Source: an optimization exercise on an open RTL-to-GDS flow (aim: small area). Production flows keep margins and buffers that such runs may drop. Where RTL was checked, it was by simulation tests only, not by an equivalence proof against the original. The RTL of run 2 was laid out without a check of its function. Power is estimated from default activity; no workload was simulated.

## design/flow/design.v

```verilog
package adda_pkg;
    localparam int unsigned DATA_W_DEF = 8;     
    localparam int unsigned DEPTH_DEF  = 256;   
    typedef enum logic [1:0] {
        ST_IDLE    = 2'd0,
        ST_ARMED   = 2'd1,
        ST_CAPTURE = 2'd2,
        ST_READOUT = 2'd3
    } state_e;
endpackage
module adda_sdp_ram #(
    parameter int unsigned DATA_W = 8,
    parameter int unsigned DEPTH  = 256
) (
    input  logic              clk_i,
    input  logic              shift_i,
    input  logic [DATA_W-1:0] din_i,
    output logic [DATA_W-1:0] first_o,
    output logic [DATA_W-1:0] dout_o
);
    logic [DATA_W-1:0] sr_q [DEPTH];
    always_ff @(posedge clk_i) begin
        if (shift_i) begin
            sr_q[0] <= din_i;
            for (int unsigned i = 1; i < DEPTH; i++) begin
                sr_q[i] <= sr_q[i-1];
            end
        end
    end
    assign first_o = sr_q[0];
    assign dout_o  = sr_q[DEPTH-1];
endmodule
module adc_capture_buffer #(
    parameter int unsigned DATA_W = adda_pkg::DATA_W_DEF,
    parameter int unsigned DEPTH  = adda_pkg::DEPTH_DEF
) (
    input  logic              i_clk,
    input  logic              i_rst_n,
    output logic              o_adc_clk,
    input  logic [DATA_W-1:0] i_adc_data,
    input  logic              i_arm,
    input  logic              i_abort,
    input  logic [DATA_W-1:0] i_trig_level,
    input  logic              i_trig_falling,
    output logic              o_rd_valid,
    input  logic              i_rd_ready,
    output logic [DATA_W-1:0] o_rd_data,
    output logic              o_rd_last,
    output logic              o_busy,
    output logic              o_done
);
    localparam int unsigned AW = $clog2(DEPTH);
    localparam logic [AW-1:0] CNT_LAST = AW'(DEPTH - 1);
    adda_pkg::state_e  state_q,    state_d;
    logic              adc_clk_q;
    logic              rd_valid_q, rd_valid_d;
    logic              done_q,     done_d;
    logic [AW-1:0]     cnt_q,      cnt_d;
    logic              strobe;
    logic              fire;
    logic              cnt_last;
    logic              trig_hit;
    logic              shift;
    logic [DATA_W-1:0] prev;
    logic [DATA_W-1:0] sr_out;
    assign strobe   = adc_clk_q;
    assign fire     = rd_valid_q & i_rd_ready;
    assign cnt_last = (cnt_q == CNT_LAST);
    always_comb begin
        if (i_trig_falling) begin
            trig_hit = (prev > i_trig_level) && (i_adc_data <= i_trig_level);
        end else begin
            trig_hit = (prev < i_trig_level) && (i_adc_data >= i_trig_level);
        end
    end
    always_ff @(posedge i_clk or negedge i_rst_n) begin
        if (!i_rst_n) begin
            state_q    <= adda_pkg::ST_IDLE;
            adc_clk_q  <= 1'b0;
            rd_valid_q <= 1'b0;
            done_q     <= 1'b0;
        end else begin
            state_q    <= state_d;
            adc_clk_q  <= ~adc_clk_q;
            rd_valid_q <= rd_valid_d;
            done_q     <= done_d;
        end
    end
    always_ff @(posedge i_clk) begin
        cnt_q <= cnt_d;
    end
    always_comb begin
        state_d    = state_q;
        cnt_d      = cnt_q;
        rd_valid_d = 1'b0;
        done_d     = 1'b0;
        shift      = strobe;
        unique case (state_q)
            adda_pkg::ST_IDLE: begin
                cnt_d = '0;
                if (i_arm) begin
                    state_d = adda_pkg::ST_ARMED;
                end
            end
            adda_pkg::ST_ARMED: begin
                if (strobe) begin
                    cnt_d = AW'(1);
                    if (cnt_q[0] && trig_hit) begin
                        state_d = adda_pkg::ST_CAPTURE;
                    end
                end
            end
            adda_pkg::ST_CAPTURE: begin
                if (strobe) begin
                    cnt_d = cnt_q + AW'(1);
                    if (cnt_last) begin
                        state_d = adda_pkg::ST_READOUT;
                    end
                end
            end
            adda_pkg::ST_READOUT: begin
                shift      = fire;
                rd_valid_d = 1'b1;
                if (fire) begin
                    cnt_d = cnt_q + AW'(1);
                    if (cnt_last) begin
                        rd_valid_d = 1'b0;
                        done_d     = 1'b1;
                        state_d    = adda_pkg::ST_IDLE;
                    end
                end
            end
            default: state_d = adda_pkg::ST_IDLE;
        endcase
        if (i_abort) begin
            state_d    = adda_pkg::ST_IDLE;
            rd_valid_d = 1'b0;
            done_d     = 1'b0;
        end
    end
    adda_sdp_ram #(
        .DATA_W (DATA_W),
        .DEPTH  (DEPTH)
    ) u_store (
        .clk_i   (i_clk),
        .shift_i (shift),
        .din_i   (i_adc_data),
        .first_o (prev),
        .dout_o  (sr_out)
    );
    assign o_adc_clk  = adc_clk_q;
    assign o_rd_valid = rd_valid_q;
    assign o_rd_data  = rd_valid_q ? sr_out : '0;
    assign o_rd_last  = rd_valid_q & cnt_last;
    assign o_busy     = (state_q != adda_pkg::ST_IDLE);
    assign o_done     = done_q;
endmodule
```

## design/flow/run.sh

```bash
#!/bin/bash
# synth_recipe.tcl (not shown) runs the flow's synth.tcl, then flattens the netlist and writes it again
# the make line also repeats each setting of config.mk as NAME=value (left out here)
make -C /OpenROAD-flow-scripts/flow DESIGN_CONFIG=/design/flow/config.mk WORK_HOME=/design/flow/orfs CLKGATE_MAP_FILE= SYNTH_SCRIPT=/design/flow/synth_recipe.tcl finish
```

## design/flow/config.mk

```make
export PLATFORM = sky130hd
export DESIGN_NAME = adc_capture_buffer
export DESIGN_NICKNAME = adc_capture_buffer
export VERILOG_FILES = /design/flow/design.v
export SDC_FILE = /design/flow/constraint.sdc
export NUM_CORES = 4
export LEC_CHECK = 0
export CAP_MARGIN = 20
export CORE_MARGIN = 2
export CORE_UTILIZATION = 40
export SLEW_MARGIN = 20
```

## design/flow/constraint.sdc

```tcl
create_clock -name core_clock -period 10.0 [get_ports {i_clk}]
set_input_delay 2.0000 -clock core_clock [delete_from_list [all_inputs] [get_ports {i_clk}]]
set_output_delay 2.0000 -clock core_clock [all_outputs]
set_load 0.01 [all_outputs]
```

==> impl_results.html, run 1 <==
<table>
<tr><th>Metric</th><th>Value</th></tr>
<tr><th colspan="2">Global route</th></tr>
<tr><td>Total GRT Usage</td><td>under 10%</td></tr>
<tr><td>Pin count of the biggest net entering global routing</td><td>217</td></tr>
<tr><td>Number of antenna violations at the first check in global routing</td><td>1</td></tr>
<tr><td>Met3 usage in global routing</td><td>2.52%</td></tr>
<tr><td>Via count of the first global-routing pass</td><td>20,226</td></tr>
<tr><td>Global-route track usage on met1</td><td>between 10% and 20%</td></tr>
<tr><td>Global routing met2 resource utilization</td><td>between 10% and 20%</td></tr>
<tr><td>Overflow left after global routing</td><td>0</td></tr>
<tr><td>Wire length of the first global-routing pass</td><td>111,000 µm</td></tr>
<tr><td>Most Crowded Layer GR</td><td>met1</td></tr>
<tr><th colspan="2">Setup path</th></tr>
<tr><td>CP required</td><td>about 10 ns</td></tr>
<tr><td>Largest driver fanout on the critical path</td><td>around 170</td></tr>
<tr><td>Critical Path AT</td><td>5.02 ns</td></tr>
<tr><td>Sort of element at the end of the critical path</td><td>register</td></tr>
<tr><td>Dominant cell type by count on the critical path</td><td>buf_4</td></tr>
<tr><td>Critical path, cell by cell</td><td>clkdlybuf4s50_1 &gt; nand3_1 &gt; o21ai_4 &gt; buf_12 &gt; buf_4 &gt; buf_4</td></tr>
<tr><td>CP Launch Type</td><td>input port</td></tr>
<tr><td>Worst stage delay on the critical path</td><td>slightly below 0.8 ns</td></tr>
<tr><td>Crit-path slowest cell</td><td>buf_4</td></tr>
<tr><td>Critical Setup Path Class</td><td>in2reg</td></tr>
<tr><th colspan="2">Layout</th></tr>
<tr><td>Diodes inserted</td><td>0</td></tr>
<tr><td>Leading cell types in the layout, fill and taps excluded</td><td>edfxtp_1, clkbuf_16, clkbuf_1</td></tr>
<tr><td>Net count reported at finish</td><td>about 2,500</td></tr>
<tr><td>Share of final-layout standard cells stronger than drive strength 1</td><td>about 11%</td></tr>
<tr><td>Most common library cell in the layout ignoring fill and taps</td><td>edfxtp_1</td></tr>
<tr><td>Area growth from synthesis to layout</td><td>14.9%</td></tr>
<tr><td># fillers</td><td>12,396</td></tr>
<tr><th colspan="2">Routing</th></tr>
<tr><td>1st-pass router iterations</td><td>5</td></tr>
<tr><td>Drc violations</td><td>0</td></tr>
<tr><td>Total via count in the routed design</td><td>~21,000</td></tr>
<tr><td>DRT iter0 DRCs</td><td>between 1,500 and 2,000</td></tr>
<tr><td>Routed wire length per instance</td><td>roughly 15 µm</td></tr>
<tr><td>Routed vias/inst</td><td>~4.4</td></tr>
<tr><td>Total Wirelength</td><td>between 70,000 and 80,000 µm</td></tr>
<tr><td>Final ANT Viol Nets</td><td>0</td></tr>
<tr><th colspan="2">STA</th></tr>
<tr><td>Hold violation total from the final report</td><td>0</td></tr>
<tr><td>Sum of negative setup slack</td><td>0 ns</td></tr>
<tr><td>Final Max Slew Viols</td><td>0</td></tr>
<tr><td>Relative max-transition margin</td><td>around 25%</td></tr>
<tr><td>Max Freq</td><td>roughly 220 MHz</td></tr>
<tr><td>Setup-violating endpoint count in the final report</td><td>0</td></tr>
<tr><td>Minimum clock period after layout</td><td>~4.6 ns</td></tr>
<tr><td>RSZ-0062 raised after global routing</td><td>false</td></tr>
<tr><td>Worst clock skew</td><td>between 0.03 and 0.04 ns</td></tr>
<tr><td>Setup WS post-layout</td><td>5.40 ns</td></tr>
<tr><td>Crit share post-route</td><td>a little under half</td></tr>
<tr><td>Slew at the pin closest to its max-slew limit</td><td>roughly 1.1 ns</td></tr>
<tr><th colspan="2">Pwr</th></tr>
<tr><td>Total chip power</td><td>between 15 and 20 mW</td></tr>
<tr><td>Lkg Pwr</td><td>21.1 nW</td></tr>
<tr><td>Pwr dens</td><td>~240 mW/mm²</td></tr>
<tr><td>Maximum vdd ir drop</td><td>194 µV</td></tr>
<tr><th colspan="2">Floorplan</th></tr>
<tr><td>Number of rows created at floorplan</td><td>between 100 and 150</td></tr>
<tr><td>Count of pins on the block boundary</td><td>35</td></tr>
<tr><td>Die extent in y</td><td>about 400 µm</td></tr>
<tr><td>Starting density of the core</td><td>40.2%</td></tr>
<tr><td>Core outline area</td><td>between 0.15 and 0.2 mm²</td></tr>
<tr><td>Floorplan die width</td><td>~400 µm</td></tr>
<tr><td>Overall die area</td><td>around 0.16 mm²</td></tr>
<tr><th colspan="2">Flow run</th></tr>
<tr><td>Maxcap violations</td><td>0</td></tr>
<tr><th colspan="2">Synthesis</th></tr>
<tr><td>Average instance area after synthesis</td><td>approximately 29 µm²</td></tr>
<tr><td>Post-Synthesis Cells</td><td>between 2,000 and 2,500</td></tr>
<tr><td>Yosys top cell area share</td><td>a little over nine tenths</td></tr>
<tr><td>Syn. warnings</td><td>3</td></tr>
<tr><td>Synth Net Count</td><td>2,224</td></tr>
<tr><td>Sequential cell area fraction in the yosys report</td><td>a little over nine tenths</td></tr>
<tr><td>Seq cells post-synth</td><td>roughly 2,100</td></tr>
<tr><td>Cell type contributing the most total cell area after synthesis</td><td>edfxtp_1</td></tr>
<tr><td>Largest cells by area after synthesis</td><td>edfxtp_1, ha_1, dfrtp_1</td></tr>
<tr><td>Total standard cell area after synthesis</td><td>between 0.06 and 0.07 mm²</td></tr>
<tr><td>Number of distinct library cell variants in the gate-level netlist after synthesis</td><td>31</td></tr>
<tr><th colspan="2">Clock network</th></tr>
<tr><td>Post-cts resize count</td><td>0</td></tr>
<tr><td>TritonCTS sink count</td><td>just over 2,000</td></tr>
<tr><td>Num CTS Buffers</td><td>slightly below 200</td></tr>
<tr><td>Number of buffers inserted by post-CTS setup repair</td><td>0</td></tr>
<tr><td>CTS HTree Levels</td><td>4</td></tr>
<tr><td>Bufs on Longest Clock Path</td><td>3</td></tr>
<tr><td>Root buffer selected by CTS</td><td>clkbuf_16</td></tr>
<tr><td>CTS tree</td><td>yes</td></tr>
<tr><td>Hold buffers post-CTS</td><td>0</td></tr>
<tr><td>Clk slew on worst S/H paths</td><td>approximately 0.060 ns</td></tr>
<tr><td>Clk Latency, worst-skew pair</td><td>roughly 0.8 ns</td></tr>
<tr><th colspan="2">Placed design</th></tr>
<tr><td>Total half-perimeter wirelength after legalization and detailed placement</td><td>27,400 µm</td></tr>
<tr><td>Port buffer count</td><td>34</td></tr>
<tr><td>Setup slack after placement</td><td>around 4.6 ns</td></tr>
<tr><td>Placer congestion estimate</td><td>about 0.76</td></tr>
<tr><th colspan="2">Worst hold path</th></tr>
<tr><td>Worst Hold Class</td><td>reg2reg</td></tr>
<tr><th colspan="2">Outcome</th></tr>
<tr><td>Outcome</td><td>finished clean</td></tr>
</table>
-- sequential cells by signal, indices dropped and copies added, names as in the netlist --
| name | cells |
|---|---|
| done_q | 1 |
| u_store.sr_q | 2048 |
| rd_valid_q | 1 |
| adc_clk_q | 1 |
| state_q | 2 |
| cnt_q | 8 |
-- cell usage after synthesis --
cell type  count
edfxtp_1    2056
ha_1          21
inv_1         19
nor2_1        14
a21oi_1        8
and2_1         8
nand2_1        6
nand3_1        6
o21ai_0        6
dfrtp_1        5
and3_1         4
nand4_1        4
xnor2_1        3
xor2_1         3
o21a_1         2
a21boi_0       1
clkbuf_1       1
mux2i_1        1
nand2b_1       1
nor2b_4        1
nor3_1         1
o2111ai_1      1
o211ai_1       1
o211ai_2       1
o21ai_1        1
o221a_1        1
o2bb2ai_1      1
o31ai_1        1
o41ai_1        1
or3_1          1
or4_1          1
-- power breakdown --
group / leakage, nW / switching [mW] / internal (mW)
Clock: 2.95 / 2.98 / 3.94
Sequential: 17.4 / 0.0197 / 9.63
Combinational: 0.688 / 0.379 / 0.0746
Total: 21.1 / 3.38 / 13.7
-- cell families (layout without fill, tap and decap cells) --
group | count (synthesis) | in the layout | synth area share (%)
DFF | 2061 | 2061 | 98.7
and+or+nand+nor | 47 | 47 | 0.389
AOI/OAI and AO/OA | 25 | 25 | 0.260
adders and majority gates | 21 | 21 | 0.419
buffers and inverters | 20 | 429 | 0.120
xor gates and xnor gates | 6 | 6 | 0.0839
muxes | 1 | 1 | 0.0160
-- area by class of cell --
cell class	count	area, µm²	area share [%]
multi-input cells	100	756	1.05
well taps	2058	2570	3.58
inverters	19	71.3	0.0991
repair buffers	54	631	0.876
flip-flops and latches	2061	61900	85.9
clock buffers	249	5090	7.07
clock inverters	107	991	1.38
-- path summary, 6_finish.rpt --
| check | slack [ns] | depth (start not counted) | end | start |
|---|---|---|---|---|
| max reg2reg | 6.10 | 5 | u_store.sr_q[73][0]$_DFFE_PP_ | rd_valid_q$_DFF_PN0_ |
| max | 5.40 | 6 | u_store.sr_q[73][0]$_DFFE_PP_ | i_rd_ready |
| max in group asynchronous | 8.33 | 1 | state_q[0]$_DFFE_PN0P_ | i_rst_n |
| min in group asynchronous | 1.46 | 1 | done_q$_DFF_PN0_ | i_rst_n |
| min | 0.39 | 0 | u_store.sr_q[210][1]$_DFFE_PP_ | u_store.sr_q[209][1]$_DFFE_PP_ |
| min reg2reg | 0.39 | 0 | u_store.sr_q[210][1]$_DFFE_PP_ | u_store.sr_q[209][1]$_DFFE_PP_ |
-- critical path, delay by kind of cell --
| family | cells | cell delay (ns) |
|---|---|---|
| buffers and inverters | 4 | 2.34 |
| AO/OA/AOI/OAI | 1 | 0.24 |
| AND/OR/NAND/NOR | 1 | 0.12 |
-- layer usage --
metal | part of all wire (%) | up-vias
met4 | 2.5 | 0
met5 | 0 | -
met3 | 4.4 | 136
li1 | - | 9379
met2 | 40 | 348
met1 | 53 | 10692
-- through the flow --
step	util (%)	cell area (µm²)	hold slack, ns	std cells
finish	46.2	72000	0.388	4648
global placement	42.2	65800	0.400	4290
global route	46.2	72000	0.389	4648
detailed placement	42.2	65800	0.405	4290
CTS	46.2	71900	0.385	4646
floorplan	-	62700	0.400	2181
==> inputs of run 2 (changes only) <==
--- a/design/flow/design.v
+++ b/design/flow/design.v
@@ -66,11 +66,17 @@
     assign strobe   = adc_clk_q;
     assign fire     = rd_valid_q & i_rd_ready;
     assign cnt_last = (cnt_q == CNT_LAST);
+    function automatic logic less(input logic [DATA_W-1:0] a, input logic [DATA_W-1:0] b);
+        less = 1'b0;
+        for (int unsigned i = 0; i < DATA_W; i++) begin
+            less = (~a[i] & b[i]) | ((~a[i] | b[i]) & less);
+        end
+    endfunction
     always_comb begin
         if (i_trig_falling) begin
-            trig_hit = (prev > i_trig_level) && (i_adc_data <= i_trig_level);
+            trig_hit = less(i_trig_level, prev) && !less(i_trig_level, i_adc_data);
         end else begin
-            trig_hit = (prev < i_trig_level) && (i_adc_data >= i_trig_level);
+            trig_hit = less(prev, i_trig_level) && !less(i_adc_data, i_trig_level);
         end
     end
     always_ff @(posedge i_clk or negedge i_rst_n) begin
@@ -150,7 +156,7 @@
     );
     assign o_adc_clk  = adc_clk_q;
     assign o_rd_valid = rd_valid_q;
-    assign o_rd_data  = rd_valid_q ? sr_out : '0;
+    assign o_rd_data  = sr_out;
     assign o_rd_last  = rd_valid_q & cnt_last;
     assign o_busy     = (state_q != adda_pkg::ST_IDLE);
     assign o_done     = done_q;
--- a/design/flow/config.mk
+++ b/design/flow/config.mk
@@ -8,4 +8,6 @@
 export CAP_MARGIN = 20
 export CORE_MARGIN = 2
 export CORE_UTILIZATION = 40
+export CTS_BUF_LIST = sky130_fd_sc_hd__clkbuf_8
+export CTS_CLUSTER_SIZE = 30
 export SLEW_MARGIN = 20
==> run 2 against run 1 <==
Sequential cell count stayed put. Clock power is 9.2% lower. Count of clock-buffer cells in the layout is 96 higher. Global-route usage grew 0.47 points. Total power decreased by 3.4%. Critical path type is now reg2out. Highest routed layer unchanged.
==> impl_results.html, run 2 <==
<table>
<tr><th>Metric</th><th>Value</th></tr>
<tr><th colspan="2">Routing</th></tr>
<tr><td>Final ANT Viol Nets</td><td>0 (unchanged)</td></tr>
<tr><td>Drc violations</td><td>0 (unchanged)</td></tr>
<tr><td>Routed vias/inst</td><td>4.40 (was 4.42)</td></tr>
<tr><td>1st-pass router iterations</td><td>5 (unchanged)</td></tr>
<tr><td>DRT iter0 DRCs</td><td>2,112 (was 1,848)</td></tr>
<tr><td>Total Wirelength</td><td>73,100 µm (was 70,200 µm)</td></tr>
<tr><td>Total via count in the routed design</td><td>21,382 (was 20,555)</td></tr>
<tr><td>Routed wire length per instance</td><td>15.0 µm (was 15.1 µm)</td></tr>
<tr><th colspan="2">Synthesis</th></tr>
<tr><td>Area share of and/or/nand/nor cells after synthesis</td><td>0.395% (was 0.389%)</td></tr>
<tr><td>Post-synthesis share of cell area spent on xor and xnor gates</td><td>0.0839% (about the same)</td></tr>
<tr><td>Yosys top cell area share</td><td>98.5% (about the same)</td></tr>
<tr><td>Cell type contributing the most total cell area after synthesis</td><td>edfxtp_1 (unchanged)</td></tr>
<tr><td>Most common cell in the netlist</td><td>edfxtp_1 (unchanged)</td></tr>
<tr><td>Average instance area after synthesis</td><td>28.7 µm² (about the same)</td></tr>
<tr><td>Async set or reset register ratio after synthesis</td><td>0.243% (unchanged)</td></tr>
<tr><td>Largest cells by area after synthesis</td><td>edfxtp_1, dfrtp_1, inv_1 (was edfxtp_1, ha_1, dfrtp_1)</td></tr>
<tr><td>Most frequent cells after synthesis</td><td>edfxtp_1, inv_1, nor2_1 (was edfxtp_1, ha_1, inv_1)</td></tr>
<tr><td>Syn. warnings</td><td>3 (unchanged)</td></tr>
<tr><td>Post-Synthesis Cells</td><td>2,185 (was 2,181)</td></tr>
<tr><td>Compound-gate portion of the synthesized area</td><td>0.391% (was 0.260%)</td></tr>
<tr><td>Number of distinct library cell variants in the gate-level netlist after synthesis</td><td>34 (was 31)</td></tr>
<tr><td>Count of flip-flops with a built-in enable after synthesis</td><td>2,056 (unchanged)</td></tr>
<tr><td>Seq cells post-synth</td><td>2,061 (unchanged)</td></tr>
<tr><td>Sequential cell area fraction in the yosys report</td><td>98.7% (about the same)</td></tr>
<tr><td>Combinational family with the most area after synthesis</td><td>simple AND/OR/NAND/NOR gates (was adder cells)</td></tr>
<tr><td>Adder-cell share of the synthesized area</td><td>0.218% (was 0.419%)</td></tr>
<tr><td>Total standard cell area after synthesis</td><td>0.0627 mm² (about the same)</td></tr>
<tr><td>Synth Net Count</td><td>2,213 (was 2,224)</td></tr>
<tr><td>Ys flop type</td><td>edfxtp_1 (unchanged)</td></tr>
<tr><td>Share of synthesized area spent on multiplexers</td><td>0.0559% (was 0.0160%)</td></tr>
<tr><th colspan="2">STA</th></tr>
<tr><td>Slew at the pin closest to its max-slew limit</td><td>1.08 ns (was 1.12 ns)</td></tr>
<tr><td>Hold violation total from the final report</td><td>0 (unchanged)</td></tr>
<tr><td>Final Max Slew Viols</td><td>0 (unchanged)</td></tr>
<tr><td>Setup-violating endpoint count in the final report</td><td>0 (unchanged)</td></tr>
<tr><td>Max Freq</td><td>208 MHz (was 217 MHz)</td></tr>
<tr><td>RSZ-0062 raised after global routing</td><td>false (unchanged)</td></tr>
<tr><td>Crit share post-route</td><td>48.2% (was 46.0%)</td></tr>
<tr><td>Minimum clock period after layout</td><td>4.82 ns (was 4.60 ns)</td></tr>
<tr><td>Relative max-transition margin</td><td>28.0% (was 25.4%)</td></tr>
<tr><td>Sum of negative setup slack</td><td>0 ns (unchanged)</td></tr>
<tr><td>Worst clock skew</td><td>0.0691 ns (was 0.0379 ns)</td></tr>
<tr><th colspan="2">Global route</th></tr>
<tr><td>Wire length of the first global-routing pass</td><td>117,000 µm (was 111,000 µm)</td></tr>
<tr><td>Overflow left after global routing</td><td>0 (unchanged)</td></tr>
<tr><td>Total GRT Usage</td><td>9.06% (was 8.59%)</td></tr>
<tr><td>Most Crowded Layer GR</td><td>met1 (unchanged)</td></tr>
<tr><td>Number of antenna violations at the first check in global routing</td><td>2 (was 1)</td></tr>
<tr><td>Global-route track usage on met1</td><td>13.8% (was 13.6%)</td></tr>
<tr><td>Pin count of the biggest net entering global routing</td><td>208 (was 217)</td></tr>
<tr><td>Via count of the first global-routing pass</td><td>21,836 (was 20,226)</td></tr>
<tr><td>Met3 usage in global routing</td><td>2.85% (was 2.52%)</td></tr>
<tr><td>Global routing met2 resource utilization</td><td>11.3% (was 10.9%)</td></tr>
<tr><th colspan="2">Outcome</th></tr>
<tr><td>Outcome</td><td>finished clean (unchanged)</td></tr>
<tr><th colspan="2">Floorplan</th></tr>
<tr><td>Core outline area</td><td>0.156 mm² (unchanged)</td></tr>
<tr><td>Number of rows created at floorplan</td><td>145 (unchanged)</td></tr>
<tr><td>Count of pins on the block boundary</td><td>35 (unchanged)</td></tr>
<tr><td>Die extent in y</td><td>400 µm (about the same)</td></tr>
<tr><td>Floorplan die width</td><td>400 µm (about the same)</td></tr>
<tr><td>Starting density of the core</td><td>40.2% (about the same)</td></tr>
<tr><td>Overall die area</td><td>0.160 mm² (about the same)</td></tr>
<tr><th colspan="2">Layout</th></tr>
<tr><td>Share of final-layout standard cells stronger than drive strength 1</td><td>14.4% (was 10.9%)</td></tr>
<tr><td># fillers</td><td>12,514 (was 12,396)</td></tr>
<tr><td>Fin area</td><td>0.0716 mm² (was 0.0720 mm²)</td></tr>
<tr><td>Leading cell types in the layout, fill and taps excluded</td><td>edfxtp_1, clkbuf_8, inv_1 (was edfxtp_1, clkbuf_16, clkbuf_1)</td></tr>
<tr><td>Net count reported at finish</td><td>2,603 (was 2,472)</td></tr>
<tr><td>Largest Register</td><td>u_store.sr_q (unchanged)</td></tr>
<tr><td>Core utilization of the finished layout</td><td>45.9% (was 46.2%)</td></tr>
<tr><td>Most common library cell in the layout ignoring fill and taps</td><td>edfxtp_1 (unchanged)</td></tr>
<tr><td>Area growth from synthesis to layout</td><td>14.2% (was 14.9%)</td></tr>
<tr><td>Leading registers by flop count</td><td>u_store.sr_q: 2048 flops, cnt_q: 8 flops, state_q: 2 flops (unchanged)</td></tr>
<tr><td>Flip-flop count of the largest register, all copies and words added</td><td>2,048 (unchanged)</td></tr>
<tr><th colspan="2">Flow run</th></tr>
<tr><td>Maxcap violations</td><td>0 (unchanged)</td></tr>
<tr><th colspan="2">Pwr</th></tr>
<tr><td>Fraction of power consumed by combinational cells</td><td>2.9% (was 2.7%)</td></tr>
<tr><td>Switch Pwr</td><td>3.44 mW (was 3.38 mW)</td></tr>
<tr><td>Switching power share of the total</td><td>20.9% (was 19.8%)</td></tr>
<tr><td>Internal power of the cells</td><td>13.0 mW (was 13.7 mW)</td></tr>
<tr><td>Proportion of power drawn by the clock network</td><td>38.2% (was 40.6%)</td></tr>
<tr><td>Pwr dens</td><td>230 mW/mm² (was 237 mW/mm²)</td></tr>
<tr><td>Share of power burned in registers</td><td>58.9% (was 56.7%)</td></tr>
<tr><td>Lkg Pwr</td><td>21.4 nW (was 21.1 nW)</td></tr>
<tr><td>Maximum vdd ir drop</td><td>131 µV (was 194 µV)</td></tr>
<tr><th colspan="2">Worst hold path</th></tr>
<tr><td>Worst Hold Class</td><td>reg2reg (unchanged)</td></tr>
<tr><th colspan="2">Placed design</th></tr>
<tr><td>Total half-perimeter wirelength after legalization and detailed placement</td><td>26,900 µm (was 27,400 µm)</td></tr>
<tr><td>Placed instance area</td><td>0.0658 mm² (about the same)</td></tr>
<tr><td>Port buffer count</td><td>34 (unchanged)</td></tr>
<tr><td>Placer congestion estimate</td><td>0.797 (was 0.764)</td></tr>
<tr><th colspan="2">Setup path</th></tr>
<tr><td>CP required</td><td>8.00 ns (was 10.42 ns)</td></tr>
<tr><td>Critical Setup Path Class</td><td>reg2out (was in2reg)</td></tr>
<tr><td>Worst stage delay on the critical path</td><td>0.57 ns (was 0.78 ns)</td></tr>
<tr><td>Largest driver fanout on the critical path</td><td>6 (was 172)</td></tr>
<tr><td>Sort of element at the end of the critical path</td><td>primary output (was register)</td></tr>
<tr><td>CP Launch Type</td><td>register (was input port)</td></tr>
<tr><td>Crit-path slowest cell</td><td>clkdlybuf4s50_1 (was buf_4)</td></tr>
<tr><td>Critical Path AT</td><td>2.82 ns (was 5.02 ns)</td></tr>
<tr><td>Critical path, cell by cell</td><td>ha_1 &gt; and3_1 &gt; nand3_1 &gt; nor2_1 &gt; clkdlybuf4s50_1 (was clkdlybuf4s50_1 &gt; nand3_1 &gt; o21ai_4 &gt; buf_12 &gt; buf_4 &gt; buf_4)</td></tr>
<tr><th colspan="2">Clock network</th></tr>
<tr><td>Clk Latency, worst-skew pair</td><td>0.94 ns (was 0.78 ns)</td></tr>
<tr><td>Root buffer selected by CTS</td><td>clkbuf_8 (was clkbuf_16)</td></tr>
<tr><td>Num CTS Buffers</td><td>337 (was 193)</td></tr>
<tr><td>Post-cts resize count</td><td>0 (unchanged)</td></tr>
<tr><td>CTS tree</td><td>yes (unchanged)</td></tr>
<tr><td>Bufs on Longest Clock Path</td><td>4 (was 3)</td></tr>
<tr><td>Number of buffers inserted by post-CTS setup repair</td><td>0 (unchanged)</td></tr>
<tr><td>Hold buffers post-CTS</td><td>0 (unchanged)</td></tr>
<tr><td>Clk slew on worst S/H paths</td><td>0.06 ns (about the same)</td></tr>
<tr><td>CTS HTree Levels</td><td>5 (was 4)</td></tr>
<tr><td>TritonCTS sink count</td><td>2,061 (unchanged)</td></tr>
</table>
[run 2: critical path: cells and delay by family (launching register included)]
| family | cells | cell delay [ns] |
|---|---|---|
| fa+ha+maj | 1 | 0.25 |
| buf+inv | 1 | 0.57 |
| flops | 1 | 0.47 |
| simple gates | 3 | 0.59 |
[run 2: logic make-up (layout without fill, tap and decap cells)]
kind of cell	Yosys count	after routing
flops	2061	2061
simple gates	47	47
compound gates	35	35
buf+inv	21	636
fa+ha+maj	12	12
xor+xnor	6	6
mux	3	3
other cells	0	2
[run 2: through the flow]
step	total power [mW]	worst slack [ns]	cells	hold slack, ns
floorplan	11.4	-24.10	2185	0.400
global placement	10.3	5.01	4294	0.400
detailed placement	10.4	4.85	4294	0.405
CTS	16.8	5.05	4858	0.339
global route	17.2	4.94	4860	0.357
finish	16.4	5.18	4860	0.354
[run 2: cell type report]
cell class / instances / area [µm²] / area share, %
sequential: 2061 / 61900 / 86.4
inverter: 21 / 78.8 / 0.110
tap: 2058 / 2570 / 3.60
clock inverter: 219 / 981 / 1.37
timing repair buffer: 51 / 581 / 0.811
multi-input combinational: 103 / 741 / 1.03
clock buffer: 345 / 4750 / 6.63
antenna: 2 / 5.00 / 0.00699
[run 2: layer usage]
layer,part of all wire (%),vias to the layer above
met5,0,-
met4,3.7,0
met3,4.8,236
met2,41,468
met1,51,10947
li1,-,9731
[run 2: final timing paths]
path                                               start                        endpoint  slack (ns)  cells after the start
max                                   cnt_q[0]$_DFFE_PP_                       o_rd_last        5.18                      5
min                        u_store.sr_q[61][7]$_DFFE_PP_   u_store.sr_q[62][7]$_DFFE_PP_        0.35                      0
max reg2reg                       state_q[1]$_DFFE_PN0P_  u_store.sr_q[241][0]$_DFFE_PP_        6.48                      4
min reg2reg                u_store.sr_q[61][7]$_DFFE_PP_   u_store.sr_q[62][7]$_DFFE_PP_        0.35                      0
max in group asynchronous                        i_rst_n             adc_clk_q$_DFF_PN0_        8.50                      1
min in group asynchronous                        i_rst_n                done_q$_DFF_PN0_        1.30                      1
[run 2: power by group through the flow]
stage	Clock (mW)	Sequential [mW]	Combinational [mW]
CTS	6.60	9.68	0.493
global route	6.97	9.68	0.542
detailed placement	0	9.87	0.498
floorplan	0	11.0	0.338
global placement	0	9.86	0.458
finish	6.28	9.69	0.481

[re-timing with driven ports]
Ports are ideal in the flow. The routed layouts listed here were re-timed in OpenROAD.
Step 1 (the two cells are an assumption about what drives the block):
set clk [get_ports {i_clk}]
set_driving_cell -lib_cell sky130_fd_sc_hd__clkbuf_16 $clk
set_driving_cell -lib_cell sky130_fd_sc_hd__buf_2 [delete_from_list [all_inputs] $clk]
Step 2 moves the port delays by t, midway between the first and last clock arrival at a register: inputs arrive t later, outputs are due t later. That takes back most of the time a late clock gives input paths.
Slacks: ideal / step 1 / step 2; pairs: ideal / step 1.
| run | t (ns) | slack for setup (ns) | worst hold slack (ns) | cell pins on the clock port's net |
|---|---|---|---|---|
| run 1 | 0.835 | 5.398 / 5.430 / 4.595 | 0.388 / 0.388 / 0.388 | 1 |
| run 2 | 0.973 | 5.184 / 5.119 / 4.790 | 0.354 / 0.354 / 0.354 | 1 |
After both steps setup and hold are still met in every run listed. The setup slack of run 1, which loses most, moves by +0.032 ns with the drivers and by -0.803 ns with both steps.
